From an optimization exercise on the open Yosys and OpenROAD flow, aimed at small area and a short achievable clock period; shortcuts taken in it are not production practice. RTL that was checked went through simulation tests only; none was proved equivalent to the original. For runs 2 to 7, only the layout was checked, not whether the RTL still works. No activity file was given, so power comes from the tool's default toggle rates.

===== flow/run.sh =====
#!/bin/bash
# synth_recipe.tcl (not shown) runs the flow's synth.tcl, then flattens the netlist and writes it again
# the make line also repeats each setting of config.mk as NAME=value (left out here)
make -C /OpenROAD-flow-scripts/flow DESIGN_CONFIG=/design/flow/config.mk WORK_HOME=/design/flow/orfs CLKGATE_MAP_FILE= SYNTH_SCRIPT=/design/flow/synth_recipe.tcl finish

===== flow/config.mk =====
export PLATFORM = sky130hd
export DESIGN_NAME = viterbi_decoder
export DESIGN_NICKNAME = viterbi_decoder
export VERILOG_FILES = /design/flow/design.v
export SDC_FILE = /design/flow/constraint.sdc
export NUM_CORES = 4
export LEC_CHECK = 0
export CAP_MARGIN = 20
export CORE_MARGIN = 2
export CORE_UTILIZATION = 40
export SLEW_MARGIN = 20

===== flow/constraint.sdc =====
create_clock -name core_clock -period 5.0 [get_ports {clk}]
set_input_delay 1.0000 -clock core_clock [delete_from_list [all_inputs] [get_ports {clk}]]
set_output_delay 1.0000 -clock core_clock [all_outputs]
set_load 0.01 [all_outputs]

===== flow/design.v =====
`timescale 1ns/1ps
`default_nettype none
module viterbi_decoder (
   input  wire       clk,
   input  wire       rst,
   input  wire       enable_i,
   input  wire [1:0] symbol_i,
   output wire       d_out_o,
   output wire       d_valid_o
);
   reg [1:0] sym_q;
   reg       frc_q;    
   reg [3:0] ph_q;     
   reg [2:0] bc_q;     
   reg       vld_q;
   always @(posedge clk) begin
      sym_q <= symbol_i;
      frc_q <= (bc_q == 3'd0) && (ph_q < 4'd3);
   end
   always @(posedge clk or negedge rst) begin
      if (!rst) begin
         ph_q  <= 4'd0;
         bc_q  <= 3'd0;
         vld_q <= 1'b0;
      end else if (!enable_i) begin
         ph_q  <= 4'd0;
         bc_q  <= 3'd0;
         vld_q <= 1'b0;
      end else begin
         ph_q <= ph_q + 4'd1;
         if (ph_q == 4'd15 && !bc_q[2])
            bc_q <= bc_q + 3'd1;
         vld_q <= vld_q | (bc_q[2] & (ph_q >= 4'd3));
      end
   end
   reg [3:0] pm [0:7];
   reg [7:0] dec_q;
   genvar j;
   generate
      for (j = 0; j < 4; j = j + 1) begin : g_bf
         localparam [2:0] P0 = 2 * j;
         localparam [1:0] C  = {^(P0 & 3'b111), ^(P0 & 3'b101)};
         wire [1:0] d  = sym_q ^ C;
         wire [3:0] x  = {3'd0, d[1]} + {3'd0, d[0]};
         wire [3:0] xc = 4'd2 - x;
         wire [3:0] a0 = pm[2*j];
         wire [3:0] a1 = pm[2*j+1];
         wire [3:0] s0l = a0 + x;
         wire [3:0] s1l = a1 + xc;
         wire [3:0] s0h = a0 + xc;
         wire [3:0] s1h = a1 + x;
         wire [3:0] dlo = s1l - s0l;
         wire [3:0] dhi = s1h - s0h;
         wire       sl  = !frc_q && dlo[3];   
         wire       sh  = !frc_q && dhi[3];
         always @(posedge clk) begin
            pm[j]      <= sl ? s1l : s0l;
            pm[j+4]    <= sh ? s1h : s0h;
            dec_q[j]   <= sl;
            dec_q[j+4] <= sh;
         end
      end
   endgenerate
   reg [32:4] r [0:7];
   genvar n;
   generate
      for (n = 0; n < 8; n = n + 1) begin : g_re
         localparam integer Q0 = (n % 4) * 2;
         always @(posedge clk)
            r[n] <= {(dec_q[n] ? r[Q0+1][31:4] : r[Q0][31:4]), dec_q[n]};
      end
   endgenerate
   reg [15:0] sr_q;
   reg [32:0] dl_q;
   integer    b;
   always @(posedge clk) begin
      if (ph_q == 4'd2) begin
         for (b = 0; b < 16; b = b + 1)
            sr_q[b] <= r[0][32-b];
      end else begin
         sr_q <= {r[0][17], sr_q[15:1]};   
      end
      dl_q <= {dl_q[31:0], sr_q[0]};
   end
   assign d_out_o   = dl_q[32];
   assign d_valid_o = vld_q;
endmodule
`default_nettype wire

==> flow_summary.yaml, run 1 <==
outcome:
  status: "timing/DRC/antenna clean"
routing:
  first_pass_iters: 4
  vias: 6300
  antenna_left: 0
  drt-total-wl_um: 20100
  drt_iter0_markers: 205
  drc: 0
  wire_per_inst_um: 14.9
  vias_per_cell: 4.67
yosys:
  syn_avg_cell_area_um2: 13.1
  synth-simple-area-share: 0.0372
  yosysUniqueCellTypes: 44
  yosysWarnings: 3
  synth-xor-area-share: 0.0504
  yosys_register_bits: 315
  synthMuxAreaShare: 0.236
  syn_area_um2: 11900
  synth_top_family_by_area: "multiplexers"
  syn_nets: 987
  synth_compound_area_frac: 0.0432
  synth_adder_area_share: 0.0779
  yosysSeqAreaShare: 0.531
  syn_inst: 910
flow_run:
  drv_cap: 0
finish:
  area_growth_pct: 14.3
  final_common_cell: "dfxtp_1"
  finalNonFillerCells: 1349
  fin_nets: 1012
  drive_gt1_frac: 0.318
  post-route-util: 0.462
  n_antenna_cell: 0
  final_cell_mix: "dfxtp_1 (307), mux2_2 (222), ha_1 (68)"
global_routing:
  overflow: 0
  grt_pass1_wl_um: 33700
  grt.total_usage: 0.135
  grt_pass1_vias: 6575
  grt_max_degree: 30
  antenna_found_initial: 0
place:
  place_inst: 1288
  detailed_place_hpwl_um: 12800
  io_buffers: 6
  place_ws_ns: 1.02
  place_congestion: 0.749
setup_path:
  regToRegSetupSlack_ns: 1.05
  rr_worst_depth: 13
  rr_endpoint: "pm[3][0]"
  cp.arrival_ns: 4.34
  path_max_fanout: 13
  cp-endpoint: "pm[3][0]"
  crit_type: "flop to flop"
  required_ns: 5.39
  cp-end-kind: "flop"
  setup.worst_path.start_class: "flop"
  reg2reg_from: "sym_q[0]"
  startpoint: "sym_q[0]"
timing:
  worst_slew_pin_slew_ns: 0.618
  setup_viol: 0
  period_needed_ns: 3.95
  max-slew-margin-rel: 0.587
  setup_ws_ns: 1.05
  tns_ns: 0
  drv_slew: 0
  fin_crit_sh: 0.791
  clock_skew_ns: 0.0117
  hold_viol: 0
  rsz0062_at_grt: "no"
  max_freq_ghz: 0.253
floorplan:
  die_area_um2: 31300
  core_area_um2: 29600
  initial_core_util: 0.404
  die_w_um: 177
  rows: 63
  fp.dieH_um: 177
  io_pins: 7
worst_hold_path:
  hold_class: "flop to flop"
clock_tree:
  root_buffer: "clkbuf_16"
  cts_max_level: 2
  cts.sinks: 315
  cts_resized: 0
  post_cts.repair.setup_buffers: 0
  insertion_delay_ns: 0.51
  cts_max_path_buffers: 3
  cts_tree: "yes"
  numCtsBuffers: 35
  ctsHoldBuffers: 0
  path_clk_slew_ns: 0.06
pwr:
  p_total_w: 0.00952
  clkPwrFrac: 0.272
  cellLeakagePower_nw: 5.96
  seqPwrFrac: 0.402
  ir_drop_mv: 0.259
  p_int_w: 0.00673
  pwr_density_cell_nw_per_um2: 697
  netSwitchingFraction: 0.293
  comb_power_share: 0.327
  p_sw_w: 0.00279
-- Yosys cell counts, drive strengths merged --
| cell | number | area share |
|---|---|---|
| nor3 | 2 | 0.00084 |
| mux2i | 17 | 0.014 |
| nor3b | 2 | 0.0013 |
| or3 | 1 | 0.00052 |
| a221oi | 2 | 0.0015 |
| clkbuf | 18 | 0.0057 |
| buf | 10 | 0.0035 |
| xor2 | 19 | 0.014 |
| and4 | 2 | 0.0015 |
| nor2b | 9 | 0.0060 |
| o21ai | 10 | 0.0042 |
| dfrtp | 8 | 0.017 |
| nand3b | 6 | 0.0038 |
| nand3 | 1 | 0.00042 |
| a311oi | 6 | 0.0044 |
| mux2 | 234 | 0.22 |
| o21bai | 4 | 0.0025 |
| a21oi | 23 | 0.0096 |
| nor2 | 9 | 0.0070 |
| dfxtp | 307 | 0.51 |
| xor3 | 2 | 0.0040 |
| a211oi | 4 | 0.0025 |
| nand4b | 3 | 0.0022 |
| o2111a | 2 | 0.0019 |
| fa | 4 | 0.0067 |
| a41oi | 1 | 0.00073 |
| clkinv | 1 | 0.00031 |
| xnor2 | 28 | 0.021 |
| ha | 68 | 0.071 |
| inv | 48 | 0.015 |
| nand2b | 20 | 0.010 |
| and2 | 3 | 0.0016 |
| xnor3 | 6 | 0.011 |
| nand2 | 4 | 0.0017 |
| a21o | 22 | 0.014 |
| a31oi | 4 | 0.0021 |
-- through the flow --
step | cell area, um2 | hold slack [ns]
after floorplan | 11900 | 0.310
after CTS | 13700 | 0.327
after detailed placement | 12500 | 0.313
after global placement | 12500 | 0.310
final | 13700 | 0.326
after global routing | 13700 | 0.336
-- final cells by class --
cell class	instances	area [um2]
fill	2672	15900
sequential	315	6350
multi-input combinational	518	5320
clock buffer	49	1020
tap	390	488
inverter	49	184
clock inverter	12	174
timing repair buffer	16	135
-- flip-flops by register name, indices dropped and copies added, names as in the netlist --
| register | cells |
|---|---|
| frc_q | 1 |
| r | 215 |
| sym_q | 2 |
| pm | 32 |
| dec_q | 8 |
| dl_q | 33 |
| vld_q | 1 |
| sr_q | 16 |
| bc_q | 3 |
| ph_q | 4 |
-- power by group through the flow --
stage / Combinational [W] / Sequential, W / Clock (W)
2_1_floorplan: 0.00265 / 0.00371 / 0
3_3_place_gp: 0.00309 / 0.00386 / 0
3_5_place_dp: 0.00312 / 0.00387 / 0
4_1_cts: 0.00316 / 0.00383 / 0.00266
5_1_grt: 0.00348 / 0.00393 / 0.00277
6_report: 0.00311 / 0.00382 / 0.00259
-- cell families (layout without fill, tap and decap cells) --
| group | Yosys count | in the layout |
|---|---|---|
| AOI/OAI and AO/OA | 78 | 78 |
| buffers and inverters | 77 | 126 |
| adders and majority gates | 72 | 72 |
| DFF | 315 | 315 |
| muxes | 251 | 251 |
| xor gates and xnor gates | 55 | 55 |
| and+or+nand+nor | 62 | 62 |
-- routing by layer --
| metal | vias to the layer above | wire length (um) | part of all wire | GRT usage |
|---|---|---|---|---|
| li1 | 3212 | - | - | - |
| met5 | - | 0 | 0 | 0 |
| met4 | 0 | 454 | 0.023 | 0.0455 |
| met3 | 36 | 632 | 0.031 | 0.0266 |
| met1 | 2987 | 9820 | 0.49 | 0.178 |
| met2 | 65 | 9220 | 0.46 | 0.220 |
-- worst max-delay path, cell delays in order (launching register included) --
cell and delay (ns):
dfxtp_1 0.41, inv_1 0.13, ha_1 0.67, inv_1 0.33, ha_1 0.29, inv_1 0.07, fa_1 0.43, inv_1 0.07
ha_1 0.22, a21o_1 0.16, a21o_1 0.18, xor3_1 0.40, nor2_4 0.16, mux2_1 0.34
-- how the worst min path moves through the flow --
stage	endpoint	startpoint	slack [ns]	depth (start not counted)
2_1_floorplan	dl_q[0]	sr_q[0]	0.31	0
3_3_place_gp	dl_q[11]	dl_q[10]	0.31	0
3_5_place_dp	dl_q[24]	dl_q[23]	0.31	0
4_1_cts	dl_q[28]	dl_q[27]	0.33	0
5_1_grt	dl_q[3]	dl_q[2]	0.34	0
6_report	dl_q[14]	dl_q[13]	0.33	0
==> run 2: changes to the inputs <==
--- a/flow/design.v
+++ b/flow/design.v
@@ -41,20 +41,23 @@
          localparam [2:0] P0 = 2 * j;
          localparam [1:0] C  = {^(P0 & 3'b111), ^(P0 & 3'b101)};
-         wire [1:0] d  = sym_q ^ C;
-         wire [3:0] x  = {3'd0, d[1]} + {3'd0, d[0]};
-         wire [3:0] xc = 4'd2 - x;
-         wire [3:0] a0 = pm[2*j];
-         wire [3:0] a1 = pm[2*j+1];
-         wire [3:0] s0l = a0 + x;
-         wire [3:0] s1l = a1 + xc;
-         wire [3:0] s0h = a0 + xc;
-         wire [3:0] s1h = a1 + x;
-         wire [3:0] dlo = s1l - s0l;
-         wire [3:0] dhi = s1h - s0h;
-         wire       sl  = !frc_q && dlo[3];   
-         wire       sh  = !frc_q && dhi[3];
+         wire       up  = (sym_q == C);     
+         wire       dn  = (sym_q == ~C);    
+         wire [3:0] a0  = pm[2*j];
+         wire [3:0] a1  = pm[2*j+1];
+         wire [3:0] d   = a1 - a0;
+         wire [3:0] dp2 = d + 4'd2;
+         wire [3:0] dm2 = d - 4'd2;
+         wire       lm2 = dp2[3];           
+         wire       l0  = d[3];             
+         wire       l2  = dm2[3];           
+         wire       sl  = !frc_q && (up ? lm2 : dn ? l2 : l0);
+         wire       sh  = !frc_q && (up ? l2 : dn ? lm2 : l0);
+         wire [3:0] a0p = a0 + 4'd1;
+         wire [3:0] a0m = a0 - 4'd1;
+         wire [3:0] a1p = a1 + 4'd1;
+         wire [3:0] a1m = a1 - 4'd1;
          always @(posedge clk) begin
-            pm[j]      <= sl ? s1l : s0l;
-            pm[j+4]    <= sh ? s1h : s0h;
+            pm[j]      <= sl ? (up ? a1p : dn ? a1m : a1) : (up ? a0m : dn ? a0p : a0);
+            pm[j+4]    <= sh ? (up ? a1m : dn ? a1p : a1) : (up ? a0p : dn ? a0m : a0);
             dec_q[j]   <= sl;
             dec_q[j+4] <= sh;
@@ -68,5 +71,5 @@
          localparam integer Q0 = (n % 4) * 2;
          always @(posedge clk)
-            r[n] <= {(dec_q[n] ? r[Q0+1][31:4] : r[Q0][31:4]), dec_q[n]};
+            r[n] <= {~(dec_q[n] ? r[Q0+1][31:4] : r[Q0][31:4]), dec_q[n]};
       end
    endgenerate
@@ -77,5 +80,5 @@
       if (ph_q == 4'd2) begin
          for (b = 0; b < 16; b = b + 1)
-            sr_q[b] <= r[0][32-b];
+            sr_q[b] <= r[0][32-b] ^ b[0];
       end else begin
          sr_q <= {r[0][17], sr_q[15:1]};   
==> flow_summary.yaml, run 2 <==
clock_tree:
  post_cts.repair.setup_buffers: 0
  cts_tree: "yes"
  cts.sinks: 315
  cts_max_path_buffers: 3
  path_clk_slew_ns: 0.06
  insertion_delay_ns: 0.51
  cts_resized: 0
  cts_max_level: 2
  numCtsBuffers: 36
  root_buffer: "clkbuf_16"
  ctsHoldBuffers: 0
floorplan:
  fp.dieH_um: 173
  die_w_um: 173
  die_area_um2: 29900
  core_area_um2: 27900
  rows: 61
  initial_core_util: 0.409
  io_pins: 7
setup_path:
  crit_chain: "inv_1 > ha_1 > or3b_2 > mux2_2 > xnor3_1 > or2_1 > mux4_2"
  critical_path.slowest_cell: "ha_1"
  cp.depth: 7
  rr_endpoint: "pm[1][1]"
  startpoint: "sym_q[1]"
  worst-path-buf-inv: 1
  cp_slowest_stage_delay_ns: 0.74
  rr_worst_depth: 7
  path_max_fanout: 25
  path_delay_family: "multiplexers"
  regToRegSetupSlack_ns: 1.95
  reg2reg_from: "sym_q[1]"
  required_ns: 5.38
  crit_type: "flop to flop"
  setup.worst_path.start_class: "flop"
  cp.arrival_ns: 3.43
  cp-end-kind: "flop"
global_routing:
  grt.total_usage: 0.131
  overflow: 0
  grt_max_degree: 30
  antenna_found_initial: 0
  grt_pass1_vias: 6319
  grt_pass1_wl_um: 32000
timing:
  setup_viol: 0
  fin_crit_sh: 0.609
  whs_ns: 0.322
  max-slew-margin-rel: 0.285
  period_needed_ns: 3.05
  drv_slew: 0
  max_freq_ghz: 0.328
  clock_skew_ns: 0.0199
  worst_slew_pin_slew_ns: 1.07
  hold_viol: 0
  rsz0062_at_grt: "no"
  tns_ns: 0
finish:
  final_cell_mix: "dfxtp_1 (291), mux2i_1 (230), clkbuf_16 (36)"
  reg.largest.list: "r (215), dl_q (33), pm (32)"
  fin_nets: 973
  regMostFlops: "r"
  final_common_cell: "dfxtp_1"
  drive_gt1_frac: 0.0920
  largest_reg_flops: 215
  area_growth_pct: 13.2
  n_antenna_cell: 0
yosys:
  ys_top_cells_by_area: "dfxtp_1 (52%), mux2i_1 (20%), ha_1 (3.5%), xnor2_1 (2.5%), edfxtp_1 (2.1%)"
  yosysUniqueCellTypes: 50
  synth_adder_area_share: 0.0420
  syn_nets: 969
  async_flop_share: 0.0254
  yosysWarnings: 3
  synth_compound_area_frac: 0.0533
  synth_top_area_cell: "dfxtp_1"
  synth_top_area_frac: 0.524
  synth-simple-area-share: 0.0458
  synthMuxAreaShare: 0.217
  yosysSeqAreaShare: 0.562
  ys.flop_type: "dfxtp_1"
  synth_edf_count: 8
  synth-xor-area-share: 0.0512
  yosys_register_bits: 315
  syn_area_um2: 11400
  syn_inst: 928
  synth_top_family_by_area: "multiplexers"
  synth_most_common_cell: "dfxtp_1"
  synthTopCellsByCount: "dfxtp_1 (299), mux2i_1 (230), inv_1 (35)"
  syn_avg_cell_area_um2: 12.3
place:
  place_congestion: 0.814
  detailed_place_hpwl_um: 12200
  io_buffers: 6
routing:
  wire_per_inst_um: 14.6
  drt-total-wl_um: 19500
  drc: 0
  vias_per_cell: 4.81
  first_pass_iters: 6
  drt_iter0_markers: 373
  vias: 6415
  antenna_left: 0
pwr:
  cellLeakagePower_nw: 4.89
  ir_drop_mv: 0.392
  pwr_density_cell_nw_per_um2: 735
flow_run:
  drv_cap: 0
worst_hold_path:
  holdPathStages: 0
  hold_class: "flop to flop"
  hp-start: "dl_q[14]"
  holdPathEnd: "dl_q[15]"
outcome:
  status: "timing/DRC/antenna clean"
-- run 2: power breakdown --
part	total, W	internal, W	leakage [nW]	switching, W
sequential	0.00445	0.00348	2.65	0.000973
clock	0.00250	0.00149	0.552	0.00100
combinational	0.00256	0.00148	1.69	0.00108
-- run 2: logic make-up after synthesis --
group | after synthesis
and+or+nand+nor | 101
xor gates and xnor gates | 59
buffers and inverters | 77
muxes | 244
adders and majority gates | 36
DFF | 315
AOI/OAI and AO/OA | 96
-- run 2: routing by layer --
metal	track usage	wire, um	vias up
li1	-	-	3242
met1	0.177	9510	3053
met2	0.209	8850	85
met3	0.0257	620	35
met4	0.0498	506	0
met5	0	0	-
-- run 2: through the flow --
stage	power, W	instances	util	cell area [um2]	setup slack (ns)
after global routing	0.0101	1335	0.463	12900	1.62
after global placement	0.00704	1272	0.422	11800	2.00
after CTS	0.00964	1335	0.463	12900	1.93
final	0.00950	1335	0.463	12900	1.95
after detailed placement	0.00708	1272	0.422	11800	1.94
after floorplan	0.00640	928	-	11400	2.25
-- run 2: worst max path at each step --
stage	endpoint	slack, ns
3_5_place_dp	pm[1][0]	1.94
6_report	pm[1][1]	1.95
4_1_cts	pm[1][0]	1.93
2_1_floorplan	pm[3][0]	2.25
3_3_place_gp	pm[1][1]	2.00
5_1_grt	pm[5][0]	1.62
-- run 2: area by class of cell --
type,count,area [um2]
clock buffers,50,983
flip-flops and latches,315,6440
well taps,378,473
clock inverters,13,153
repair buffers,8,75.1
inverters,35,131
fillers,2601,15000
multi-input cells,536,4680
==> run 3: changes to the inputs <==
--- a/flow/config.mk
+++ b/flow/config.mk
@@ -9,3 +9,4 @@
 export CORE_MARGIN = 2
 export CORE_UTILIZATION = 40
+export SETUP_SLACK_MARGIN = 3.2
 export SLEW_MARGIN = 20
==> flow_summary.yaml, run 3 <==
yosys:
  yosysSeqAreaShare: 0.562
  synth_top_area_frac: 0.524
  ys_top_cells_by_area: "dfxtp_1 (52%), mux2i_1 (20%), ha_1 (3.5%), xnor2_1 (2.5%), edfxtp_1 (2.1%)"
  yosysWarnings: 3
  synth_most_common_cell: "dfxtp_1"
  async_flop_share: 0.0254
  syn_avg_cell_area_um2: 12.3
  synthTopCellsByCount: "dfxtp_1 (299), mux2i_1 (230), inv_1 (35)"
  synth_edf_count: 8
  synth_top_area_cell: "dfxtp_1"
  yosys_register_bits: 315
  syn_area_um2: 11400
  yosysUniqueCellTypes: 50
  ys.flop_type: "dfxtp_1"
  syn_nets: 969
  syn_inst: 928
global_routing:
  grt_max_degree: 30
  grt_pass1_vias: 6759
  antenna_found_initial: 0
  grt.total_usage: 0.135
  grt_pass1_wl_um: 33600
  overflow: 0
routing:
  drc: 0
  drt-total-wl_um: 20100
  wire_per_inst_um: 14.7
  first_pass_iters: 4
  drt_iter0_markers: 188
  vias_per_cell: 4.81
  antenna_left: 0
  vias: 6574
pwr:
  ir_drop_mv: 0.493
  cellLeakagePower_nw: 5.18
  pwr_density_cell_nw_per_um2: 759
timing:
  hold_viol: 0
  fin_crit_sh: 0.509
  rsz0062_at_grt: "yes"
  max-slew-margin-rel: 0.314
  worst_slew_pin_slew_ns: 1.03
  clock_skew_ns: 0.0126
  drv_slew: 0
  whs_ns: 0.325
  setup_viol: 0
  tns_ns: 0
  period_needed_ns: 2.55
  max_freq_ghz: 0.393
finish:
  final_common_cell: "dfxtp_1"
  post-route-util: 0.489
  drive_gt1_frac: 0.214
  reg.largest.list: "r (215), dl_q (33), pm (32)"
  final_cell_mix: "dfxtp_1 (277), mux2i_1 (227), clkbuf_16 (32)"
  largest_reg_flops: 215
  regMostFlops: "r"
  fin_nets: 1007
  n_antenna_cell: 0
  area_growth_pct: 19.5
setup_path:
  critical_path.slowest_cell: "fa_2"
  cp_slowest_stage_delay_ns: 0.42
  path_delay_family: "simple AND/OR/NAND/NOR gates"
  cp-end-kind: "flop"
  cp.depth: 7
  rr_worst_depth: 7
  worst-path-buf-inv: 0
  reg2reg_from: "pm[3][0]"
  startpoint: "pm[3][0]"
  required_ns: 5.44
  crit_type: "flop to flop"
  path_max_fanout: 2
  setup.worst_path.start_class: "flop"
  cp.arrival_ns: 2.98
  crit_chain: "nand2b_4 > fa_2 > or3b_4 > mux2_4 > xnor3_1 > or2_4 > mux4_2"
worst_hold_path:
  hp-start: "dl_q[11]"
  holdPathStages: 0
  hold_class: "flop to flop"
floorplan:
  die_area_um2: 29900
  io_pins: 7
  die_w_um: 173
  rows: 61
  core_area_um2: 27900
  initial_core_util: 0.409
  fp.dieH_um: 173
place:
  place_congestion: 0.775
  detailed_place_hpwl_um: 12200
  io_buffers: 6
flow_run:
  drv_cap: 0
clock_tree:
  path_clk_slew_ns: 0.06
  cts_tree: "yes"
  cts_max_path_buffers: 3
  root_buffer: "clkbuf_16"
  cts_max_level: 1
  insertion_delay_ns: 0.56
  numCtsBuffers: 31
  ctsHoldBuffers: 0
  cts.sinks: 315
outcome:
  status: "timing/DRC/antenna clean"
run 3: cell type report:
class	count	area, um2
Multi-Input combinational cell	536	5070
Tap cell	378	473
Clock buffer	38	853
Sequential cell	315	6480
Inverter	35	131
Clock inverter	19	244
Timing Repair Buffer	47	407
Fill cell	2530	14300
run 3: cells by family after synthesis:
kind of cell | share of synthesized area
adder cells (fa/ha/maj) | 0.0420
flip-flops | 0.562
XOR/XNOR | 0.0512
AND/OR/NAND/NOR | 0.0458
buffers and inverters | 0.0280
AO/OA/AOI/OAI | 0.0533
multiplexers | 0.217
run 3: repair_timing:
| action | 4_1_cts | 5_1_grt |
|---|---|---|
| pin swaps | 14 | 3 |
| setup buffers | 28 | 12 |
| hold endpoints to repair | 0 | 0 |
| endpoints found under the setup margin | 58 | 50 |
| gates resized for setup | 62 | 21 |
run 3: final timing paths:
kind                       slack [ns]       end
min reg2reg                      0.33  dl_q[12]
min                              0.33  dl_q[12]
min in group asynchronous        0.72   ph_q[1]
max reg2reg                      2.45  pm[1][1]
max                              2.45  pm[1][1]
max in group asynchronous        4.01   ph_q[2]
run 3: power breakdown:
group / internal (W) / total [W] / switching [W]
clock: 0.00148 / 0.00244 / 0.000961
combinational: 0.00202 / 0.00349 / 0.00146
sequential: 0.00350 / 0.00443 / 0.000930
run 3: through the flow:
step / total power, W / worst slack (ns) / std cells / area (um2)
3_5_place_dp: 0.00743 / 1.94 / 1271 / 12000
2_1_floorplan: 0.00675 / 2.35 / 928 / 11700
6_report: 0.0104 / 2.45 / 1368 / 13700
4_1_cts: 0.0103 / 2.48 / 1356 / 13500
5_1_grt: 0.0110 / 2.39 / 1368 / 13700
3_3_place_gp: 0.00739 / 2.02 / 1271 / 12000
run 3: layer usage:
layer,GRT usage,share of wire,up-vias
met5,0,0,-
met4,0.0332,0.018,0
met3,0.0248,0.029,29
met2,0.227,0.47,57
met1,0.179,0.48,3188
li1,-,-,3300
==> run 4: changes to the inputs <==
--- a/flow/config.mk
+++ b/flow/config.mk
@@ -6,4 +6,5 @@
 export NUM_CORES = 4
 export LEC_CHECK = 0
+export ABC_AREA = 1
 export CAP_MARGIN = 20
 export CORE_MARGIN = 2
==> flow_summary.yaml, run 4 <==
outcome:
  status: "timing/DRC/antenna clean"
setup_path:
  cp_slowest_stage_delay_ns: 0.38
  setup.worst_path.start_class: "flop"
  path_max_fanout: 10
  required_ns: 5.27
  crit_type: "flop to flop"
  crit_top_cell: "nand2_1"
  crit_chain: "inv_1 > ha_4 > a21oi_1 > nand2_1 > nand2_2 > nand2_2 > nand2_1 > nand2_1 > inv_4 > nand3_4 > or2_4"
  cp.arrival_ns: 2.42
  cp-end-kind: "flop"
  critical_path.slowest_cell: "dfxtp_2"
place:
  io_buffers: 6
  place_ws_ns: 2.52
  placed_cell_area_um2: 12600
  place_congestion: 0.820
  detailed_place_hpwl_um: 15400
timing:
  max-slew-margin-rel: 0.301
  whs_ns: 0.317
  worst_slew_pin_slew_ns: 1.05
  rsz0062_at_grt: "yes"
  clock_skew_ns: 0.0166
  fin_crit_sh: 0.431
  setup_viol: 0
  setup_ws_ns: 2.84
  drv_slew: 0
  max_freq_ghz: 0.464
  period_needed_ns: 2.16
  hold_viol: 0
  tns_ns: 0
routing:
  vias_per_cell: 4.78
  drc: 0
  wire_per_inst_um: 13.2
  antenna_left: 0
  drt_iter0_markers: 490
  first_pass_iters: 5
  vias: 9228
  drt-total-wl_um: 25500
yosys:
  ys_top_cells_by_area: "dfxtp_1 (49%), nand2_1 (12%), o21ai_0 (10%), inv_1 (6.1%), ha_1 (3.3%)"
  yosysWarnings: 3
  syn_inst: 1480
  synth_edf_count: 8
  yosysUniqueCellTypes: 42
  yosysSeqAreaShare: 0.529
  yosys_register_bits: 315
  synth_most_common_cell: "nand2_1"
  syn_nets: 1521
  ys.flop_type: "dfxtp_1"
  synth_top_area_frac: 0.493
  synthTopCellsByCount: "nand2_1 (378), dfxtp_1 (299), o21ai_0 (242)"
  syn_avg_cell_area_um2: 8.20
  synth_top_area_cell: "dfxtp_1"
  async_flop_share: 0.0254
  syn_area_um2: 12100
worst_hold_path:
  hold_class: "flop to flop"
clock_tree:
  root_buffer: "clkbuf_16"
  numCtsBuffers: 34
  cts_max_path_buffers: 3
  cts.sinks: 315
  cts_max_level: 2
  ctsHoldBuffers: 0
  path_clk_slew_ns: 0.06
  cts_tree: "yes"
  insertion_delay_ns: 0.52
pwr:
  ir_drop_mv: 0.401
  cellLeakagePower_nw: 6.45
  pwr_density_cell_nw_per_um2: 768
finish:
  design_area_um2: 14700
  final_common_cell: "nand2_1"
  final_cell_mix: "nand2_1 (310), dfxtp_1 (275), o21ai_0 (240)"
  fin_nets: 1559
  reg.largest.list: "r (215), dl_q (33), pm (32)"
  drive_gt1_frac: 0.197
  fill_cells: 2791
  n_antenna_cell: 0
  largest_reg_flops: 215
  multiInputGateArea_um2: 5340
  post-route-util: 0.494
  regMostFlops: "r"
  area_growth_pct: 21.3
  regArea_um2: 6470
global_routing:
  grt_max_degree: 56
  grt.total_usage: 0.163
  overflow: 0
  antenna_found_initial: 0
  grt_pass1_wl_um: 41900
  grt_pass1_vias: 8684
floorplan:
  initial_core_util: 0.407
  io_pins: 7
  die_w_um: 178
  fp.dieH_um: 178
  core_area_um2: 29800
  rows: 63
  die_area_um2: 31800
flow_run:
  drv_cap: 0
-- run 4: kinds of logic (layout without fill, tap and decap cells) --
group / count (synthesis) / after routing / share of synthesized area
muxes: 14 / 14 / 0.0123
and+or+nand+nor: 517 / 517 / 0.178
AOI/OAI and AO/OA: 289 / 289 / 0.124
xor gates and xnor gates: 47 / 47 / 0.0339
adders and majority gates: 36 / 36 / 0.0396
buffers and inverters: 262 / 324 / 0.0829
DFF: 315 / 315 / 0.529
-- run 4: per-layer routing --
layer	track usage	wire, um
met4	0.0451	463
met5	0	0
met1	0.226	12500
met3	0.0296	1060
met2	0.260	11400
-- run 4: area by class of cell --
cell class              instances  area share
clock buffers                  46      0.0643
clock inverters                14     0.00893
inverters                     202      0.0538
multi-input cells             903       0.363
flip-flops and latches        315       0.440
well taps                     390      0.0332
repair buffers                 59      0.0359
repair inverters                3     0.00136
-- run 4: worst max-delay path: cells and delay by family (launching register included) --
kind / cells / cell delay [ns]
AOI/OAI and AO/OA: 1 / 0.20
DFF: 1 / 0.38
adders and majority gates: 1 / 0.28
and+or+nand+nor: 7 / 0.78
buffers and inverters: 2 / 0.27
-- run 4: report_power, final --
part | switching, W | total [W] | internal, W | leakage, nW
logic | 0.00267 | 0.00449 | 0.00182 | 3.22
registers | 0.000678 | 0.00447 | 0.00379 | 2.70
clock network | 0.000997 | 0.00235 | 0.00135 | 0.525
-- run 4: final timing paths --
check	end	slack, ns	depth (start not counted)	startpoint
worst max-delay path	pm[7][0]	2.84	11	pm[6][2]
worst min-delay path	dl_q[6]	0.32	0	dl_q[5]
worst max register to register	pm[7][0]	2.84	11	pm[6][2]
worst min register to register	dl_q[6]	0.32	0	dl_q[5]
max in group asynchronous	vld_q	3.98	1	rst
min in group asynchronous	ph_q[2]	0.75	1	rst
-- run 4: what timing repair did --
action                                  4_1_cts  5_1_grt
cloned                                        3        1
endpoints found under the setup margin       57       50
pin swaps                                    16       22
gates resized for setup                     115      101
setup buffers                                30       17
-- run 4: metrics by stage --
stage | power (W) | cells
floorplan | 0.00696 | 1480
global placement | 0.00778 | 1821
detailed placement | 0.00782 | 1821
CTS | 0.0108 | 1914
global route | 0.0122 | 1932
finish | 0.0113 | 1932
==> run 5: changes to the inputs <==
--- a/flow/design.v
+++ b/flow/design.v
@@ -9,5 +9,14 @@
    output wire       d_valid_o
 );
-   reg [1:0] sym_q;
+   function automatic [1:0] code(input integer j);
+      reg [2:0] s;
+      begin
+         s    = 2 * j;
+         code = {^(s & 3'b111), ^(s & 3'b101)};
+      end
+   endfunction
+   integer k;
+   reg [3:0] up_q;     
+   reg [3:0] dn_q;     
    reg       frc_q;    
    reg [3:0] ph_q;     
@@ -15,5 +24,8 @@
    reg       vld_q;
    always @(posedge clk) begin
-      sym_q <= symbol_i;
+      for (k = 0; k < 4; k = k + 1) begin
+         up_q[k] <= (symbol_i == code(k));
+         dn_q[k] <= (symbol_i == ~code(k));
+      end
       frc_q <= (bc_q == 3'd0) && (ph_q < 4'd3);
    end
@@ -39,16 +51,12 @@
    generate
       for (j = 0; j < 4; j = j + 1) begin : g_bf
-         localparam [2:0] P0 = 2 * j;
-         localparam [1:0] C  = {^(P0 & 3'b111), ^(P0 & 3'b101)};
-         wire       up  = (sym_q == C);     
-         wire       dn  = (sym_q == ~C);    
+         wire       up  = up_q[j];          
+         wire       dn  = dn_q[j];          
          wire [3:0] a0  = pm[2*j];
          wire [3:0] a1  = pm[2*j+1];
-         wire [3:0] d   = a1 - a0;
-         wire [3:0] dp2 = d + 4'd2;
-         wire [3:0] dm2 = d - 4'd2;
-         wire       lm2 = dp2[3];           
-         wire       l0  = d[3];             
-         wire       l2  = dm2[3];           
+         wire [3:0] e   = a1 - a0;
+         wire       l0  = e[3];                         
+         wire       lm2 = e[3] & ~(e[2] & e[1]);        
+         wire       l2  = e[3] | ~(e[2] | e[1]);        
          wire       sl  = !frc_q && (up ? lm2 : dn ? l2 : l0);
          wire       sh  = !frc_q && (up ? l2 : dn ? lm2 : l0);
--- a/flow/config.mk
+++ b/flow/config.mk
@@ -6,8 +6,7 @@
 export NUM_CORES = 4
 export LEC_CHECK = 0
-export ABC_AREA = 1
 export CAP_MARGIN = 20
 export CORE_MARGIN = 2
 export CORE_UTILIZATION = 40
-export SETUP_SLACK_MARGIN = 3.2
+export SETUP_SLACK_MARGIN = 3.3
 export SLEW_MARGIN = 20
==> flow_summary.yaml, run 5 <==
floorplan:
  fp.dieH_um: 173
  rows: 61
  initial_core_util: 0.409
  die_w_um: 173
  die_area_um2: 29900
  io_pins: 7
  core_area_um2: 27900
setup_path:
  critical_path.slowest_cell: "fa_2"
  setup.worst_path.start_class: "flop"
  worst-path-buf-inv: 1
  regToRegSetupSlack_ns: 2.71
  cp.arrival_ns: 2.71
  crit_type: "flop to flop"
  required_ns: 5.42
  crit_chain: "and2b_2 > fa_2 > xor2_4 > nor2_4 > a2111oi_4 > nor3_2 > inv_2 > mux2i_4 > xor2_1"
  path_max_fanout: 3
  cp_slowest_stage_delay_ns: 0.38
  path_delay_family: "simple AND/OR/NAND/NOR gates"
  cp-end-kind: "flop"
finish:
  final_common_cell: "dfxtp_1"
  post-route-util: 0.499
  final_cell_mix: "dfxtp_1 (272), mux2i_1 (223), buf_4 (35)"
  drive_gt1_frac: 0.238
  design_area_um2: 13900
  n_antenna_cell: 0
  area_growth_pct: 22.0
  regMostFlops: "r"
  fin_nets: 1036
  largest_reg_flops: 215
  reg.largest.list: "r (215), dl_q (33), pm (32)"
  fill_cells: 2488
timing:
  worst_slew_pin_slew_ns: 1.08
  tns_ns: 0
  hold_viol: 0
  max-slew-margin-rel: 0.280
  drv_slew: 0
  fin_crit_sh: 0.459
  max_freq_ghz: 0.436
  rsz0062_at_grt: "yes"
  clock_skew_ns: 0.0190
  setup_viol: 0
  period_needed_ns: 2.29
pwr:
  pwr_density_cell_nw_per_um2: 767
  p_int_w: 0.00704
  p_sw_w: 0.00364
  netSwitchingFraction: 0.341
  seqPwrFrac: 0.419
  comb_power_share: 0.357
  cellLeakagePower_nw: 5.17
  ir_drop_mv: 0.556
  clkPwrFrac: 0.225
yosys:
  syn_area_um2: 11400
  syn_avg_cell_area_um2: 12.1
  yosysWarnings: 3
  ys_top_cells_by_area: "dfxtp_1 (53%), mux2i_1 (20%), ha_1 (3.1%), xnor2_1 (2.8%), edfxtp_1 (2.1%)"
  async_flop_share: 0.0252
  synthTopCellsByCount: "dfxtp_1 (301), mux2i_1 (225), nand2_1 (43)"
  yosysSeqAreaShare: 0.566
  syn_inst: 946
  synth_top_area_cell: "dfxtp_1"
  synth_top_area_frac: 0.528
  ys.flop_type: "dfxtp_1"
  yosys_register_bits: 317
  yosysUniqueCellTypes: 52
  syn_nets: 983
  synth_edf_count: 8
  synth_most_common_cell: "dfxtp_1"
worst_hold_path:
  hold_class: "flop to flop"
routing:
  drc: 0
  vias: 6818
  drt_iter0_markers: 294
  first_pass_iters: 4
  drt-total-wl_um: 21600
  wire_per_inst_um: 15.4
  vias_per_cell: 4.87
  antenna_left: 0
global_routing:
  grt_pass1_vias: 6902
  overflow: 0
  grt_pass1_wl_um: 35300
  antenna_found_initial: 0
  grt_max_degree: 30
  grt.total_usage: 0.143
clock_tree:
  cts_max_path_buffers: 3
  path_clk_slew_ns: 0.06
  insertion_delay_ns: 0.56
  root_buffer: "clkbuf_16"
  numCtsBuffers: 31
  cts_tree: "yes"
  cts_max_level: 1
  cts.sinks: 317
flow_run:
  drv_cap: 0
place:
  io_buffers: 6
  placed_cell_area_um2: 12000
  place_congestion: 0.801
  detailed_place_hpwl_um: 12700
outcome:
  status: "timing/DRC/antenna clean"
## run 5: power groups by stage
stage / clock network [W] / registers [W] / logic [W]
finish: 0.00240 / 0.00447 / 0.00381
global route: 0.00258 / 0.00461 / 0.00413
CTS: 0.00247 / 0.00449 / 0.00339
detailed placement: 0 / 0.00453 / 0.00265
global placement: 0 / 0.00453 / 0.00263
floorplan: 0 / 0.00392 / 0.00254
## run 5: area by class of cell
cell class / count / area [um2] / share of cell area
Sequential cell: 317 / 6520 / 0.468
Multi-Input combinational cell: 555 / 5190 / 0.372
Clock buffer: 47 / 968 / 0.0695
Timing Repair Buffer: 60 / 539 / 0.0387
Tap cell: 378 / 473 / 0.0340
Inverter: 34 / 128 / 0.00916
Clock inverter: 8 / 116 / 0.00835
## run 5: cells by family (layout without fill, tap and decap cells)
kind of cell	Yosys count	in the layout	share of synthesized area
and+or+nand+nor	126	126	0.0567
buffers and inverters	74	149	0.0255
xor gates and xnor gates	57	57	0.0437
DFF	317	317	0.566
adders and majority gates	32	32	0.0377
AOI/OAI and AO/OA	105	105	0.0629
muxes	235	235	0.207
## run 5: per-stage QoR
stage	setup slack, ns	power (W)	std cells	hold WS, ns
global route	2.60	0.0113	1399	0.330
finish	2.71	0.0107	1399	0.325
floorplan	2.83	0.00646	946	0.310
detailed placement	2.30	0.00718	1290	0.313
CTS	2.71	0.0103	1382	0.328
global placement	2.39	0.00716	1290	0.312
## run 5: timing repair
item	4_1_cts	5_1_grt
pin swaps	20	29
hold buffers	0	0
gates resized for setup	80	47
setup endpoints to repair	59	50
setup buffers	37	17
endpoints found under the hold margin	0	0
## run 5: metal layers
layer  up-vias  GRT usage  wire length, um
met2        72      0.234            10300
met5         -          0                0
met1      3297      0.191            10200
met4         0     0.0434              485
li1       3408          -                -
met3        41     0.0268              633
## run 5: worst register-to-register path, cell delays in order (launching register included)
cell and delay, ns:
dfxtp_4 0.35, and2b_2 0.23, fa_2 0.38, xor2_4 0.18
nor2_4 0.17, a2111oi_4 0.10, nor3_2 0.31, inv_2 0.10
mux2i_4 0.20, xor2_1 0.14
## run 5: path summary, 6_finish.rpt
path | start | endpoint | depth (start not counted)
max reg2reg | pm[3][0] | pm[5][0] | 9
max | pm[3][0] | pm[5][0] | 9
min in group asynchronous | rst | ph_q[0] | 1
max in group asynchronous | rst | bc_q[2] | 1
min reg2reg | dl_q[9] | dl_q[10] | 0
min | dl_q[9] | dl_q[10] | 0
==> run 6: changes to the inputs <==
--- a/flow/design.v
+++ b/flow/design.v
@@ -55,17 +55,25 @@
          wire [3:0] a0  = pm[2*j];
          wire [3:0] a1  = pm[2*j+1];
-         wire [3:0] e   = a1 - a0;
-         wire       l0  = e[3];                         
-         wire       lm2 = e[3] & ~(e[2] & e[1]);        
-         wire       l2  = e[3] | ~(e[2] | e[1]);        
-         wire       sl  = !frc_q && (up ? lm2 : dn ? l2 : l0);
-         wire       sh  = !frc_q && (up ? l2 : dn ? lm2 : l0);
+         wire [3:0] eq  = ~(a1 ^ a0);
+         wire [2:0] g   = ~a1[2:0] & a0[2:0];
+         wire       b1  = g[0];
+         wire       b2  = g[1] | (eq[1] & g[0]);
+         wire       b3  = g[2] | (eq[2] & g[1]) | (eq[2] & eq[1] & g[0]);
+         wire       e1  = eq[1] ^ ~b1;
+         wire       e2  = eq[2] ^ ~b2;
+         wire       e3  = eq[3] ^ ~b3;
+         wire       sl  = !frc_q & ((e3 & ~(up & e2 & e1)) | (dn & ~e2 & ~e1));
+         wire       sh  = !frc_q & ((e3 & ~(dn & e2 & e1)) | (up & ~e2 & ~e1));
          wire [3:0] a0p = a0 + 4'd1;
          wire [3:0] a0m = a0 - 4'd1;
          wire [3:0] a1p = a1 + 4'd1;
          wire [3:0] a1m = a1 - 4'd1;
+         wire [3:0] c0l = up ? a0m : dn ? a0p : a0;    
+         wire [3:0] c1l = up ? a1p : dn ? a1m : a1;    
+         wire [3:0] c0h = up ? a0p : dn ? a0m : a0;    
+         wire [3:0] c1h = up ? a1m : dn ? a1p : a1;    
          always @(posedge clk) begin
-            pm[j]      <= sl ? (up ? a1p : dn ? a1m : a1) : (up ? a0m : dn ? a0p : a0);
-            pm[j+4]    <= sh ? (up ? a1m : dn ? a1p : a1) : (up ? a0p : dn ? a0m : a0);
+            pm[j]      <= sl ? c1l : c0l;
+            pm[j+4]    <= sh ? c1h : c0h;
             dec_q[j]   <= sl;
             dec_q[j+4] <= sh;
--- a/flow/config.mk
+++ b/flow/config.mk
@@ -9,4 +9,6 @@
 export CORE_MARGIN = 2
 export CORE_UTILIZATION = 40
+export CTS_CLUSTER_DIAMETER = 100
+export CTS_CLUSTER_SIZE = 24
 export SETUP_SLACK_MARGIN = 3.3
 export SLEW_MARGIN = 20
==> flow_summary.yaml, run 6 <==
outcome:
  status: "timing/DRC/antenna clean"
pwr:
  comb_power_share: 0.321
  ir_drop_mv: 0.436
  cellLeakagePower_nw: 4.69
  p_sw_w: 0.00291
  clkPwrFrac: 0.165
  p_int_w: 0.00570
  pwr_density_cell_nw_per_um2: 675
  seqPwrFrac: 0.513
  netSwitchingFraction: 0.338
yosys:
  yosys_register_bits: 317
  synth_edf_count: 8
  synth-xor-area-share: 0.0422
  synthTopCellsByCount: "dfxtp_1 (301), mux2i_1 (228), nand2_1 (34)"
  synth_most_common_cell: "dfxtp_1"
  syn_avg_cell_area_um2: 12.2
  async_flop_share: 0.0252
  synth_top_area_frac: 0.537
  ys.flop_type: "dfxtp_1"
  syn_area_um2: 11200
  yosysSeqAreaShare: 0.576
  synth_top_family_by_area: "multiplexers"
  syn_nets: 959
  yosysWarnings: 3
  ys_top_cells_by_area: "dfxtp_1 (54%), mux2i_1 (20%), ha_1 (3.1%), xnor2_1 (2.4%), edfxtp_1 (2.1%)"
  synth_compound_area_frac: 0.0605
  synth_top_area_cell: "dfxtp_1"
  synth-simple-area-share: 0.0413
  syn_inst: 922
  synth_adder_area_share: 0.0384
  synthMuxAreaShare: 0.212
  yosysUniqueCellTypes: 37
finish:
  regArea_um2: 6530
  fill_cells: 2540
  area_growth_pct: 13.8
  fin_nets: 979
  n_antenna_cell: 0
  regMostFlops: "r"
  multiInputGateArea_um2: 4750
  drive_gt1_frac: 0.180
  reg.largest.list: "r (215), dl_q (33), pm (32)"
  largest_reg_flops: 215
  final_cell_mix: "dfxtp_1 (270), mux2i_1 (226), xnor2_1 (29), inv_1 (29), a22oi_1 (27)"
  final_common_cell: "dfxtp_1"
  design_area_um2: 12800
clock_tree:
  insertion_delay_ns: 0.50
  ctsHoldBuffers: 0
  cts_tree: "yes"
  root_buffer: "clkbuf_16"
  cts_max_path_buffers: 3
  cts.sinks: 317
  numCtsBuffers: 17
  path_clk_slew_ns: 0.09
  cts_max_level: 1
global_routing:
  grt_max_degree: 30
  antenna_found_initial: 0
  grt_pass1_vias: 6331
  overflow: 0
  grt.total_usage: 0.137
  grt_pass1_wl_um: 32500
setup_path:
  cp.arrival_ns: 2.35
  rr_worst_depth: 7
  cp.depth: 7
  worst-path-buf-inv: 0
  setup.worst_path.start_class: "flop"
  path_delay_family: "compound AO/OA/AOI/OAI gates"
  startpoint: "pm[7][0]"
  path_max_fanout: 5
  crit_chain: "nand2b_4 > fa_2 > xor2_2 > a31oi_1 > a22o_2 > mux2i_1 > mux2i_1"
  critical_path.slowest_cell: "edfxtp_1"
  rr_endpoint: "pm[7][1]"
  reg2reg_from: "pm[7][0]"
  crit_type: "flop to flop"
  cp-end-kind: "flop"
  required_ns: 5.24
  crit_top_cell: "mux2i_1"
  cp-endpoint: "pm[7][1]"
  regToRegSetupSlack_ns: 2.89
  cp_slowest_stage_delay_ns: 0.42
timing:
  fin_crit_sh: 0.422
  drv_slew: 0
  clock_skew_ns: 0.0120
  worst_slew_pin_slew_ns: 1.04
  tns_ns: 0
  rsz0062_at_grt: "yes"
  max_freq_ghz: 0.474
  setup_viol: 0
  period_needed_ns: 2.11
  hold_viol: 0
  max-slew-margin-rel: 0.304
worst_hold_path:
  hp-start: "dl_q[18]"
  hold_class: "flop to flop"
floorplan:
  io_pins: 7
  die_w_um: 171
  core_area_um2: 27700
  initial_core_util: 0.405
  rows: 61
  fp.dieH_um: 171
  die_area_um2: 29400
place:
  detailed_place_hpwl_um: 11900
  place_congestion: 0.803
  io_buffers: 6
  placed_cell_area_um2: 11700
routing:
  antenna_left: 0
  drt_iter0_markers: 240
  first_pass_iters: 4
  vias_per_cell: 4.79
  wire_per_inst_um: 14.8
  drc: 0
  vias: 6343
  drt-total-wl_um: 19600
flow_run:
  drv_cap: 0
run 6: changes by cell type in the layout (fill, tap and decap cells not counted), moves of 5 or more:
| cell | before | now |
|---|---|---|
| clkbuf_8 | 9 | 0 |
| buf_4 | 35 | 24 |
| a31oi_1 | 1 | 8 |
| nand2_1 | 29 | 20 |
| inv_2 | 9 | 2 |
| clkbuf_16 | 33 | 17 |
| nor2_1 | 13 | 18 |
| o21ai_1 | 6 | 13 |
| a22o_2 | 0 | 7 |
run 6: timing repair:
item                                    4_1_cts  5_1_grt
pin swaps                                    12        9
setup buffers                                30       11
endpoints found under the setup margin       58       49
resized for setup                            71       35
run 6: routing by layer:
layer  vias up  part of all wire  GRT usage
met5         -                 0          0
met4         0             0.014     0.0354
met3        22             0.023     0.0198
met2        43              0.46      0.222
met1      3060              0.50      0.193
li1       3218                 -          -
run 6: cell type report:
class | count | area share
multi-input cells | 528 | 0.372
inverters | 31 | 0.00911
repair buffers | 47 | 0.0342
clock inverters | 4 | 0.00265
clock buffers | 19 | 0.0339
well taps | 378 | 0.0370
flip-flops and latches | 317 | 0.511
run 6: worst reg2reg max path: stages (launching register included):
cell and delay, ns:
edfxtp_1 0.42, nand2b_4 0.17, fa_2 0.35, xor2_2 0.17, a31oi_1 0.18, a22o_2 0.27, mux2i_1 0.22, mux2i_1 0.09
run 6: logic make-up (layout without fill, tap and decap cells):
kind of cell	after synthesis	in the layout
muxes	237	237
DFF	317	317
AOI/OAI and AO/OA	106	106
adders and majority gates	32	32
xor gates and xnor gates	54	54
and+or+nand+nor	99	99
buffers and inverters	77	101
run 6: how the worst min path moves through the flow:
stage | cells past startpoint | to
6_report | 0 | dl_q[19]
5_1_grt | 0 | dl_q[16]
4_1_cts | 0 | dl_q[19]
3_5_place_dp | 0 | dl_q[16]
3_3_place_gp | 0 | dl_q[15]
2_1_floorplan | 0 | dl_q[0]
run 6: through the flow:
step / power [W] / setup slack (ns) / hold WS (ns) / utilization / std cells
2_1_floorplan: 0.00615 / 2.93 / 0.310 / - / 922
3_5_place_dp: 0.00674 / 2.64 / 0.312 / 0.422 / 1260
5_1_grt: 0.00922 / 2.77 / 0.336 / 0.461 / 1324
4_1_cts: 0.00850 / 2.93 / 0.327 / 0.454 / 1313
3_3_place_gp: 0.00670 / 2.71 / 0.312 / 0.422 / 1260
6_report: 0.00862 / 2.89 / 0.331 / 0.461 / 1324
run 6: power groups by stage:
| stage | logic, W | clock network (W) | registers (W) |
|---|---|---|---|
| final | 0.00277 | 0.00143 | 0.00442 |
| after global routing | 0.00307 | 0.00158 | 0.00457 |
| after CTS | 0.00258 | 0.00149 | 0.00444 |
| after detailed placement | 0.00223 | 0 | 0.00451 |
| after global placement | 0.00220 | 0 | 0.00450 |
| after floorplan | 0.00220 | 0 | 0.00395 |
==> run 7: changes to the inputs <==
--- a/flow/config.mk
+++ b/flow/config.mk
@@ -9,6 +9,4 @@
 export CORE_MARGIN = 2
 export CORE_UTILIZATION = 40
-export CTS_CLUSTER_DIAMETER = 100
-export CTS_CLUSTER_SIZE = 24
 export SETUP_SLACK_MARGIN = 3.3
 export SLEW_MARGIN = 20
==> flow_summary.yaml, run 7 <==
setup_path:
  startpoint: "pm[7][0]"
  path_max_fanout: 7
  regToRegSetupSlack_ns: 2.88
  cp-end-kind: "flop"
  path_delay_family: "compound AO/OA/AOI/OAI gates"
  cp_slowest_stage_delay_ns: 0.41
  critical_path.slowest_cell: "edfxtp_1"
  reg2reg_from: "pm[7][0]"
  crit_top_cell: "buf_6"
  required_ns: 5.31
  crit_chain: "nand2b_4 > fa_2 > xor2_2 > a31oi_1 > a22o_2 > buf_6 > buf_6 > nand2_1 > o21ai_1"
  crit_type: "flop to flop"
  worst-path-buf-inv: 2
  rr_endpoint: "pm[7][3]"
  cp.arrival_ns: 2.43
  rr_worst_depth: 9
  setup.worst_path.start_class: "flop"
pwr:
  seqPwrFrac: 0.466
  pwr_density_cell_nw_per_um2: 712
  netSwitchingFraction: 0.327
  clkPwrFrac: 0.241
  p_sw_w: 0.00311
  p_int_w: 0.00639
  comb_power_share: 0.293
  cellLeakagePower_nw: 5.00
  ir_drop_mv: 0.443
outcome:
  status: "timing/DRC/antenna clean"
finish:
  area_growth_pct: 18.9
  final_common_cell: "dfxtp_1"
  final_cell_mix: "dfxtp_1 (270), mux2i_1 (226), clkbuf_16 (32)"
  drive_gt1_frac: 0.214
  fin_nets: 994
  largest_reg_flops: 215
  multiInputGateArea_um2: 4760
  n_antenna_cell: 0
  fill_cells: 2483
  regArea_um2: 6530
  regMostFlops: "r"
  reg.largest.list: "r (215), dl_q (33), pm (32)"
  post-route-util: 0.481
timing:
  setup_viol: 0
  worst_slew_pin_slew_ns: 1.04
  rsz0062_at_grt: "yes"
  setup_ws_ns: 2.88
  fin_crit_sh: 0.425
  clock_skew_ns: 0.0252
  period_needed_ns: 2.12
  tns_ns: 0
  drv_slew: 0
  max_freq_ghz: 0.471
  hold_viol: 0
  max-slew-margin-rel: 0.306
clock_tree:
  cts_tree: "yes"
  numCtsBuffers: 31
  cts_max_level: 1
  ctsHoldBuffers: 0
  path_clk_slew_ns: 0.06
  root_buffer: "clkbuf_16"
  cts.sinks: 317
  insertion_delay_ns: 0.57
  cts_max_path_buffers: 3
floorplan:
  io_pins: 7
  fp.dieH_um: 171
  die_area_um2: 29400
  rows: 61
  die_w_um: 171
  initial_core_util: 0.405
  core_area_um2: 27700
global_routing:
  antenna_found_initial: 0
  grt.total_usage: 0.139
  grt_pass1_vias: 6471
  overflow: 0
  grt_max_degree: 30
  grt_pass1_wl_um: 33000
flow_run:
  drv_cap: 0
routing:
  vias_per_cell: 4.76
  vias: 6472
  drt_iter0_markers: 248
  drt-total-wl_um: 20100
  antenna_left: 0
  first_pass_iters: 4
  drc: 0
  wire_per_inst_um: 14.8
yosys:
  syn_inst: 922
  async_flop_share: 0.0252
  syn_avg_cell_area_um2: 12.2
  yosys_register_bits: 317
  synth_top_area_frac: 0.537
  yosysUniqueCellTypes: 37
  synthTopCellsByCount: "dfxtp_1 (301), mux2i_1 (228), nand2_1 (34)"
  syn_nets: 959
  yosysSeqAreaShare: 0.576
  synth_edf_count: 8
  synth_top_area_cell: "dfxtp_1"
  yosysWarnings: 3
  ys.flop_type: "dfxtp_1"
  syn_area_um2: 11200
  ys_top_cells_by_area: "dfxtp_1 (54%), mux2i_1 (20%), ha_1 (3.1%), xnor2_1 (2.4%), edfxtp_1 (2.1%)"
  synth_most_common_cell: "dfxtp_1"
place:
  io_buffers: 6
  place_congestion: 0.803
  place_ws_ns: 2.64
  detailed_place_hpwl_um: 11900
worst_hold_path:
  hp-start: "dl_q[18]"
  holdPathStages: 0
  hold_class: "flop to flop"
  holdPathEnd: "dl_q[19]"
-- run 7: cell counts after synthesis --
Identical to the previous run, type by type.
-- run 7: power by group through the flow --
| stage | Clock [W] | Combinational (W) | Sequential, W |
|---|---|---|---|
| floorplan | 0 | 0.00220 | 0.00395 |
| global placement | 0 | 0.00220 | 0.00450 |
| detailed placement | 0 | 0.00223 | 0.00451 |
| CTS | 0.00236 | 0.00252 | 0.00445 |
| global route | 0.00247 | 0.00308 | 0.00457 |
| finish | 0.00229 | 0.00278 | 0.00443 |
-- run 7: logic make-up (layout without fill, tap and decap cells) --
kind of cell               Yosys count  in the layout  synth area share
AOI/OAI and AO/OA                  106            106            0.0605
xor gates and xnor gates            54             54            0.0422
adders and majority gates           32             32            0.0384
buffers and inverters               77            136            0.0289
DFF                                317            317             0.576
muxes                              237            237             0.212
and+or+nand+nor                     99             99            0.0413
-- run 7: per-layer routing --
layer | vias to the layer above | wire length, um | GRT usage
met4 | 0 | 487 | 0.0405
met2 | 66 | 9310 | 0.225
met3 | 37 | 552 | 0.0235
li1 | 3266 | - | -
met1 | 3103 | 9710 | 0.192
met5 | - | 0 | 0
-- run 7: worst max-delay path by stage --
stage | endpoint | slack (ns) | depth (start not counted)
after floorplan | pm[0][0] | 2.93 | 7
after global placement | pm[7][1] | 2.71 | 7
after detailed placement | pm[7][1] | 2.64 | 7
after CTS | d_valid_o | 2.91 | 1
after global routing | pm[7][1] | 2.77 | 7
final | pm[7][3] | 2.88 | 9
-- run 7: cell type report --
type / count / share of cell area
clock buffers: 39 / 0.0665
clock inverters: 18 / 0.0105
inverters: 31 / 0.00873
multi-input cells: 528 / 0.357
flip-flops and latches: 317 / 0.489
well taps: 378 / 0.0355
repair buffers: 48 / 0.0329
-- run 7: worst register-to-register path, cell delays in order, from the launching register on --
cell	delay [ns]
edfxtp_1	0.41
nand2b_4	0.17
fa_2	0.35
xor2_2	0.19
a31oi_1	0.11
a22o_2	0.31
buf_6	0.14
buf_6	0.10
nand2_1	0.04
o21ai_1	0.05
-- run 7: timing repair --
action                     CTS  global route
setup endpoints to repair   58            50
pin swaps                   12            17
buffers inserted            29            13
hold endpoints to repair     0             0
gates resized for setup     64            49
gates cloned                 0             0
-- run 7: stage by stage --
stage          power [W]  instance area (um2)  hold WS [ns]  instances
2_1_floorplan    0.00615                11400         0.310        922
3_3_place_gp     0.00670                11700         0.312       1260
3_5_place_dp     0.00674                11700         0.312       1260
4_1_cts          0.00933                13100         0.327       1346
5_1_grt           0.0101                13300         0.329       1359
6_report         0.00950                13300         0.325       1359
==> run 8: changes to the inputs <==
--- a/flow/design.v
+++ b/flow/design.v
@@ -69,8 +69,10 @@
          wire [3:0] a1p = a1 + 4'd1;
          wire [3:0] a1m = a1 - 4'd1;
-         wire [3:0] c0l = up ? a0m : dn ? a0p : a0;    
-         wire [3:0] c1l = up ? a1p : dn ? a1m : a1;    
-         wire [3:0] c0h = up ? a0p : dn ? a0m : a0;    
-         wire [3:0] c1h = up ? a1m : dn ? a1p : a1;    
+         wire [3:0] c0l = (j == 0) ? a0 + {up, up, up, up | dn}
+                                   : (up ? a0m : dn ? a0p : a0);    
+         wire [3:0] c1l = up ? a1p : dn ? a1m : a1;                 
+         wire [3:0] c0h = up ? a0p : dn ? a0m : a0;                 
+         wire [3:0] c1h = (j == 3) ? a1 + {up, up, up, up | dn}
+                                   : (up ? a1m : dn ? a1p : a1);    
          always @(posedge clk) begin
             pm[j]      <= sl ? c1l : c0l;
--- a/flow/config.mk
+++ b/flow/config.mk
@@ -9,4 +9,6 @@
 export CORE_MARGIN = 2
 export CORE_UTILIZATION = 40
+export CTS_CLUSTER_DIAMETER = 100
+export CTS_CLUSTER_SIZE = 24
 export SETUP_SLACK_MARGIN = 3.3
 export SLEW_MARGIN = 20
==> flow_summary.yaml, run 8 <==
global_routing:
  grt_pass1_vias: 6676
  grt.total_usage: 0.140
  grt_pass1_wl_um: 33300
  grt_max_degree: 30
  antenna_found_initial: 0
  overflow: 0
routing:
  drt-total-wl_um: 20300
  antenna_left: 0
  wire_per_inst_um: 15.0
  vias_per_cell: 4.83
  first_pass_iters: 4
  vias: 6550
  drc: 0
  drt_iter0_markers: 367
finish:
  regMostFlops: "r"
  fill_cells: 2528
  reg.largest.list: "r (215), dl_q (33), pm (32)"
  largest_reg_flops: 215
  area_growth_pct: 16.2
  final_common_cell: "dfxtp_1"
  drive_gt1_frac: 0.212
  final_cell_mix: "dfxtp_1 (275), mux2i_1 (228), buf_4 (34)"
  fin_nets: 1021
  n_antenna_cell: 0
  design_area_um2: 13200
setup_path:
  setup.worst_path.start_class: "flop"
  path_max_fanout: 6
  cp.arrival_ns: 2.44
  crit_type: "flop to flop"
  required_ns: 5.41
  cp-end-kind: "flop"
  critical_path.slowest_cell: "dfxtp_4"
  crit_chain: "ha_4 > and3b_1 > o21a_1 > o21ai_2 > o31ai_4 > buf_6 > buf_12 > a21boi_4 > mux2i_1"
  cp_slowest_stage_delay_ns: 0.38
  rr_worst_depth: 9
yosys:
  syn_avg_cell_area_um2: 12.1
  yosys_register_bits: 317
  yosysUniqueCellTypes: 47
  async_flop_share: 0.0252
  synthTopCellsByCount: "dfxtp_1 (309), mux2i_1 (229), inv_1 (37)"
  syn_inst: 940
  synth_edf_count: 0
  ys_top_cells_by_area: "dfxtp_1 (54%), mux2i_1 (20%), ha_1 (3.7%), xnor2_1 (2.2%), a22oi_1 (1.9%)"
  yosysSeqAreaShare: 0.562
  synth_most_common_cell: "dfxtp_1"
  synth_top_area_cell: "dfxtp_1"
  synth_top_area_frac: 0.545
  yosysWarnings: 3
  syn_nets: 985
  ys.flop_type: "dfxtp_1"
  syn_area_um2: 11400
clock_tree:
  numCtsBuffers: 17
  cts_max_path_buffers: 3
  insertion_delay_ns: 0.49
  cts.sinks: 317
  path_clk_slew_ns: 0.09
  cts_max_level: 1
  ctsHoldBuffers: 0
  root_buffer: "clkbuf_16"
  cts_tree: "yes"
timing:
  clock_skew_ns: 0.0109
  max_freq_ghz: 0.494
  rsz0062_at_grt: "yes"
  setup_viol: 0
  whs_ns: 0.332
  fin_crit_sh: 0.405
  worst_slew_pin_slew_ns: 1.01
  max-slew-margin-rel: 0.327
  drv_slew: 0
  hold_viol: 0
  tns_ns: 0
  period_needed_ns: 2.02
floorplan:
  initial_core_util: 0.408
  fp.dieH_um: 172
  die_area_um2: 29700
  rows: 61
  io_pins: 7
  die_w_um: 172
  core_area_um2: 27900
place:
  detailed_place_hpwl_um: 12500
  placed_cell_area_um2: 11900
  io_buffers: 6
  place_congestion: 0.848
pwr:
  pwr_density_cell_nw_per_um2: 685
  cellLeakagePower_nw: 4.93
  ir_drop_mv: 0.239
outcome:
  status: "timing/DRC/antenna clean"
flow_run:
  drv_cap: 0
worst_hold_path:
  hold_class: "flop to flop"
  holdPathStages: 0
-- run 8: cell types whose count changed after synthesis, moves of 7 or more --
cell,before,now
dfxtp_1,301,309
a22o_1,8,0
edfxtp_1,8,0
nand3_1,2,9
-- run 8: timing repair --
item / 4_1_cts / 5_1_grt
endpoints found under the setup margin: 51 / 42
pin swaps: 32 / 13
gates resized for setup: 111 / 39
setup buffers: 43 / 7
hold endpoints to repair: 0 / 0
-- run 8: critical path: cells and delay by family, from the launching register on --
family | cells | cell delay [ns]
DFF | 1 | 0.38
buffers and inverters | 2 | 0.26
AOI/OAI and AO/OA | 4 | 0.69
adders and majority gates | 1 | 0.23
and+or+nand+nor | 1 | 0.18
muxes | 1 | 0.23
-- run 8: path summary, 6_finish.rpt --
path,slack [ns],endpoint,start
max reg2reg,2.98,pm[6][2],pm[4][1]
max,2.98,pm[6][2],pm[4][1]
min,0.33,dl_q[24],dl_q[23]
max in group asynchronous,3.94,ph_q[1],rst
min in group asynchronous,0.78,vld_q,rst
min reg2reg,0.33,dl_q[24],dl_q[23]
-- run 8: stage by stage --
| stage | utilization | power, W | cells | worst slack, ns |
|---|---|---|---|---|
| 2_1_floorplan | - | 0.00614 | 940 | 3.08 |
| 3_3_place_gp | 0.426 | 0.00675 | 1285 | 2.78 |
| 3_5_place_dp | 0.426 | 0.00678 | 1285 | 2.73 |
| 4_1_cts | 0.465 | 0.00881 | 1349 | 2.95 |
| 5_1_grt | 0.473 | 0.00965 | 1356 | 2.87 |
| 6_report | 0.473 | 0.00904 | 1356 | 2.98 |
-- run 8: routing by layer --
metal  vias to the layer above  global-route usage  wire length [um]
li1                       3326                   -                 -
met2                        59               0.235              9510
met4                         0              0.0369               369
met5                         -                   0                 0
met1                      3138               0.187              9910
met3                        27              0.0215               558
-- run 8: cell type report --
cell class	instances	area, um2	area share
sequential	317	6490	0.492
clock buffer	19	433	0.0328
clock inverter	2	25.0	0.00190
tap	378	473	0.0359
timing repair buffer	57	505	0.0383
inverter	38	168	0.0127
multi-input combinational	545	5100	0.387
-- run 8: power breakdown --
| part | internal, W | switching [W] |
|---|---|---|
| Clock | 0.000627 | 0.000766 |
| Sequential | 0.00351 | 0.000923 |
| Combinational | 0.00177 | 0.00144 |
-- run 8: kinds of logic (layout without fill, tap and decap cells) --
group           Yosys count  after routing  synth area share
compound gates          111            111            0.0666
xor+xnor                 51             51            0.0393
fa+ha+maj                40             40            0.0480
buf+inv                  78            116            0.0269
flops                   317            317             0.562
mux                     239            239             0.212
simple gates            104            104            0.0449

## port drivers added, routing unchanged
The flow's constraints put no driver on any port. The routed layouts listed below were extracted and timed again, unchanged, in two steps.
Step 1 sets driving cells, clkbuf_16 on the clock port and buf_2 on the other inputs (assumed; they add their load-dependent delay and slew).
Step 2 times the ports against the registers' clock, not the clock port: input delays grow and output delays shrink by t, the midpoint of the rising clock arrivals with the driver on.
Slacks: ideal / step 1 / step 2; pairs: ideal / step 1.
run | shift t [ns] | setup slack, ns | worst setup path after step 2 | clock arrival spread, ns
run 1 | 0.552 | 1.046 / 1.046 / 1.046 | register to register | 0.018 / 0.018
run 2 | 0.547 | 1.954 / 1.954 / 1.954 | register to register | 0.020 / 0.020
run 3 | 0.603 | 2.454 / 2.454 / 2.454 | register to register | 0.014 / 0.014
run 4 | 0.558 | 2.844 / 2.844 / 2.844 | register to register | 0.017 / 0.018
run 5 | 0.604 | 2.706 / 2.706 / 2.706 | register to register | 0.020 / 0.020
run 6 | 0.540 | 2.888 / 2.888 / 2.888 | register to register | 0.013 / 0.013
run 7 | 0.605 | 2.876 / 2.876 / 2.876 | register to register | 0.026 / 0.026
run 8 | 0.532 | 2.975 / 2.935 / 2.975 | register to register | 0.015 / 0.015
After both steps setup and hold are still met in every run listed.
